Context: an optimization exercise on an open-source flow, tuned for a short achievable clock period and few clock cycles. The choices shown serve that exercise and are no tape-out recipe.
The RTL was checked by simulation tests, not by an equivalence proof against the original design.
Power is estimated from default activity; no workload was simulated.

== the previous run ==
==> flow/design.v (excerpt) <==
module procTop #(
   parameter int imemAddrBits = 8
) (
   input  logic                    clk,
   input  logic                    rstN,
   input  logic                    run,
   input  logic                    progWe,
   input  logic [imemAddrBits-1:0] progAddr,
   input  logic [15:0]             progData,
   output logic                    wbCyc,
   output logic                    wbStb,
   output logic                    wbWe,
   output logic [15:0]             wbAdr,
   output logic [15:0]             wbDatO,
   input  logic [15:0]             wbDatI,
   input  logic                    wbAck,
   output logic                    halted,
   output logic                    err
);
For scale: roughly 12000 cells after synthesis, ~220000 um2 of cells after synthesis.
clock: 6.5 ns
lec_check: 0
abc_clock_period_in_ps: 1000
cap_margin: 20
core_margin: 2
core_utilization: 55
place_density: 0.7
setup_slack_margin: 3.3
slew_margin: 20
tns_end_percent: 100
run.sh (not shown) runs the stock make flow with config.mk's settings and CLKGATE_MAP_FILE= SYNTH_SCRIPT=/design/flow/synth_recipe.tcl, a recipe that flattens the netlist after the stock synthesis.
The previous run: no failed stages, no open violations at the end
Testbench counts of the previous run, summed over its fixed seeds: cycles 21,186.
Setup changes, the previous run to the current run
--- a/flow/design.v
+++ b/flow/design.v
@@ -28,23 +28,29 @@
    localparam logic [3:0] OP_LD   = 4'h7;
    localparam logic [3:0] OP_ST   = 4'h8;
    localparam logic [3:0] OP_BEQZ = 4'h9;
    localparam logic [1:0] ALU_ADD = 2'd0;
    localparam logic [1:0] ALU_SUB = 2'd1;
    localparam logic [1:0] ALU_AND = 2'd2;
    localparam logic [1:0] ALU_XOR = 2'd3;
    logic [15:0] imI [0:255];
+   logic        pW;
+   logic [7:0]  pA;
    logic [15:0] pD;
    logic [7:0]  pT;
    assign pT = progAddr + 8'd1 + {{2{progData[5]}}, progData[5:0]};
-   assign pD = (progData[15:12] == 4'h9) ? {progData[15:9], 1'b0, pT} : progData;
    always_ff @(posedge clk) begin
-      if (progWe) begin
-         imI[progAddr] <= pD;
+      pW <= progWe;
+      pA <= progAddr;
+      pD <= (progData[15:12] == 4'h9) ? {progData[15:9], 1'b0, pT} : progData;
+   end
+   always_ff @(posedge clk) begin
+      if (pW) begin
+         imI[pA] <= pD;
       end
    end
    logic [7:0]  pc;           
    logic        fdV;
    logic [15:0] fdI;
    logic [7:0]  fdT;           
    logic        stopped;
    logic        xV, xWr, xMem, xSt, xSub;
@@ -112,108 +118,96 @@
    assign ackXS = ackLd && (busID == xTS);
    logic xRdyA, xRdyB;
    logic [15:0] opA, opB;
    assign xRdyA = !xWA || ackXA;
    assign xRdyB = !xWB || ackXB;
    assign xWait = xV && !(xRdyA && xRdyB);
    assign opA   = xWAn ? xA : wbDatI;
    assign opB   = xWBn ? xB : wbDatI;
-   logic brBus;
-   assign brBus = dBr && xV && xWr && (xDest == fA) && (xWA || xWB);
-   assign stall = fdV && (xWait || (dBr && busy[fA]) || brBus ||
+   assign stall = fdV && (xWait || (dBr && busy[fA]) ||
                           (dMem && ({1'b0, qCnt} + {3'b0, xV && xMem} >= 4'(QD))));
    assign go    = fdV && !stall;
    logic [15:0] xSum, xRes;
-   logic        xZero;       
-   logic        xZeroR;      
+   logic        xZero;
    logic        xWrEn;
    assign xSum = opA + (opB ^ {16{xSub}}) + {15'd0, xSub};
    always_comb begin
       case (xOp)
          ALU_AND: xRes = opA & opB;
          ALU_XOR: xRes = opA ^ opB;
          default: xRes = xSum;
       endcase
    end
    always_comb begin
       case (xOp)
          ALU_ADD: xZero = ((opA ^ opB) == {(opA[14:0] | opB[14:0]), 1'b0});
          ALU_AND: xZero = ((opA & opB) == 16'd0);
          default: xZero = (opA == opB);
       endcase
-      case (xOp)
-         ALU_ADD: xZeroR = ((xA ^ xB) == {(xA[14:0] | xB[14:0]), 1'b0});
-         ALU_AND: xZeroR = ((xA & xB) == 16'd0);
-         default: xZeroR = (xA == xB);
-      endcase
    end
    logic xExec;
    assign xExec = xV && xRdyA && xRdyB;
    assign xWrEn = xExec && xWr;
    logic        fxA, fxB, fxC, flA, flB, flC;
    logic [15:0] vA, vB, vC;
    logic        zA;
    assign fxA = xWrEn && (xDest == fA);
    assign fxB = xWrEn && (xDest == fB);
    assign fxC = xWrEn && (xDest == fC);
    assign flA = ldV && (ldDest == fA);
    assign flB = ldV && (ldDest == fB);
    assign flC = ldV && (ldDest == fC);
    assign vA = fxA ? xRes : flA ? ldData : regs[fA];
    assign vB = fxB ? xRes : flB ? ldData : regs[fB];
    assign vC = fxC ? xRes : flC ? ldData : regs[fC];
-   assign zA = fxA ? xZeroR : flA ? (ldData == 16'd0) : regZ[fA];
+   assign zA = fxA ? xZero : flA ? (ldData == 16'd0) : regZ[fA];
    assign taken = go && dBr && zA;
    logic [15:0] p1I, p2I;
-   logic [7:0]  pcN, fdTn, fdTa, fdTb;
+   logic [7:0]  pcN, fdTn;
    logic [7:0]  pcNx;
    logic [15:0] fdINx;
    logic        fdVNx, stopNx;
    assign p1I = {imI[~pcN][15:8],  imI[pc][7:0]};
-   assign p2I = {imI[~fdTn][15:12], imI[fdTa][11:8], imI[~fdTb][7:4], imI[fdT][3:0]};
+   assign p2I = {imI[~fdTn][15:8], imI[fdT][7:0]};
    always_comb begin
       pcNx   = pc;
       fdINx  = fdI;
       fdVNx  = fdV;
       stopNx = stopped;
       if (stopped) begin
          fdVNx = 1'b0;
       end else if (fdV && stall) begin
       end else if (fdV && dHalt) begin
          stopNx = 1'b1;
          fdVNx  = 1'b0;
       end else if (taken) begin
          fdINx = p2I;
-         fdVNx = run;
-         pcNx  = run ? fdT + 8'd1 : fdT;
+         fdVNx = run && !pW;
+         pcNx  = (run && !pW) ? fdT + 8'd1 : fdT;
       end else begin
          fdINx = p1I;
-         fdVNx = run;
-         pcNx  = run ? pc + 8'd1 : pc;
+         fdVNx = run && !pW;
+         pcNx  = (run && !pW) ? pc + 8'd1 : pc;
       end
    end
    always_ff @(posedge clk) begin
       if (!rstN) begin
          pc      <= '0;
          pcN     <= '1;
          fdV     <= 1'b0;
          fdI     <= '0;
          fdTn    <= '1;
-         fdTa    <= '1;
-         fdTb    <= '0;
          stopped <= 1'b0;
       end else begin
          pc      <= pcNx;
          pcN     <= ~pcNx;
          fdV     <= fdVNx;
          fdI     <= fdINx;
          fdTn    <= ~fdINx[7:0];
-         fdTa    <= fdINx[7:0];
-         fdTb    <= ~fdINx[7:0];
          stopped <= stopNx;
       end
    end
    always_ff @(posedge clk) begin
       if (!rstN) begin
          xV    <= 1'b0;
          xWr   <= 1'b0;
          xMem  <= 1'b0;
Results
The previous run finished every step from synthesis to the final layout, and the layout passed the timing, DRC and antenna checks. No stage failed in the current run, and the final checks on the layout all came back clean. [the current run vs the previous run] count of clock-buffer cells in the layout: lower in the current run. NOTE: final design instance area without fill in the current run falls short of that of the previous run. NOTE: power in the current run falls short of that of the previous run. The reported sequential group power on the current run is in line with that on the previous run. [the current run vs the previous run] worst setup slack: lower in the current run. Side by side, placed cell area turned out lower in the current run than in the previous run. Run comparison: the previous run worst setup path endpoint fdTb[0]; the current run worst setup path endpoint fdI[15]. The run showing the smaller clock share of power is the previous run.
Testbench counts of the current run, summed over its fixed seeds: cycles 21,205.

==> separate check: timing with driven ports <==
The flow's constraints put no driver on any port. The routed layouts listed below were extracted and timed again, unchanged, in two steps. Step 1 (the two cells are an assumption about what drives the block):
set clk [get_ports {clk}]
set_driving_cell -lib_cell sky130_fd_sc_hd__clkbuf_16 $clk
set_driving_cell -lib_cell sky130_fd_sc_hd__buf_2 [delete_from_list [all_inputs] $clk]
Step 2 adds t to the input delays and takes it off the output delays; t is the mean of the earliest and latest rising clock arrival at the registers after step 1. Input paths then give back, and output paths get back, about the clock's delay inside the block. Slacks: ideal ports / drivers / drivers and shift; pairs: ideal ports / drivers.
run	t, ns	setup slack, ns	clock arrival spread, ns	worst data-port slew with drivers (ns)
the previous run	1.171	2.714 / 2.714 / 1.920	0.082 / 0.083	0.15
the current run	1.125	2.540 / 2.540 / 1.702	0.058 / 0.058	0.06
After both steps every run listed still meets setup and hold. For the current run, which loses most, drivers alone change the setup slack by 0.000 ns; drivers and shift together by -0.838 ns.
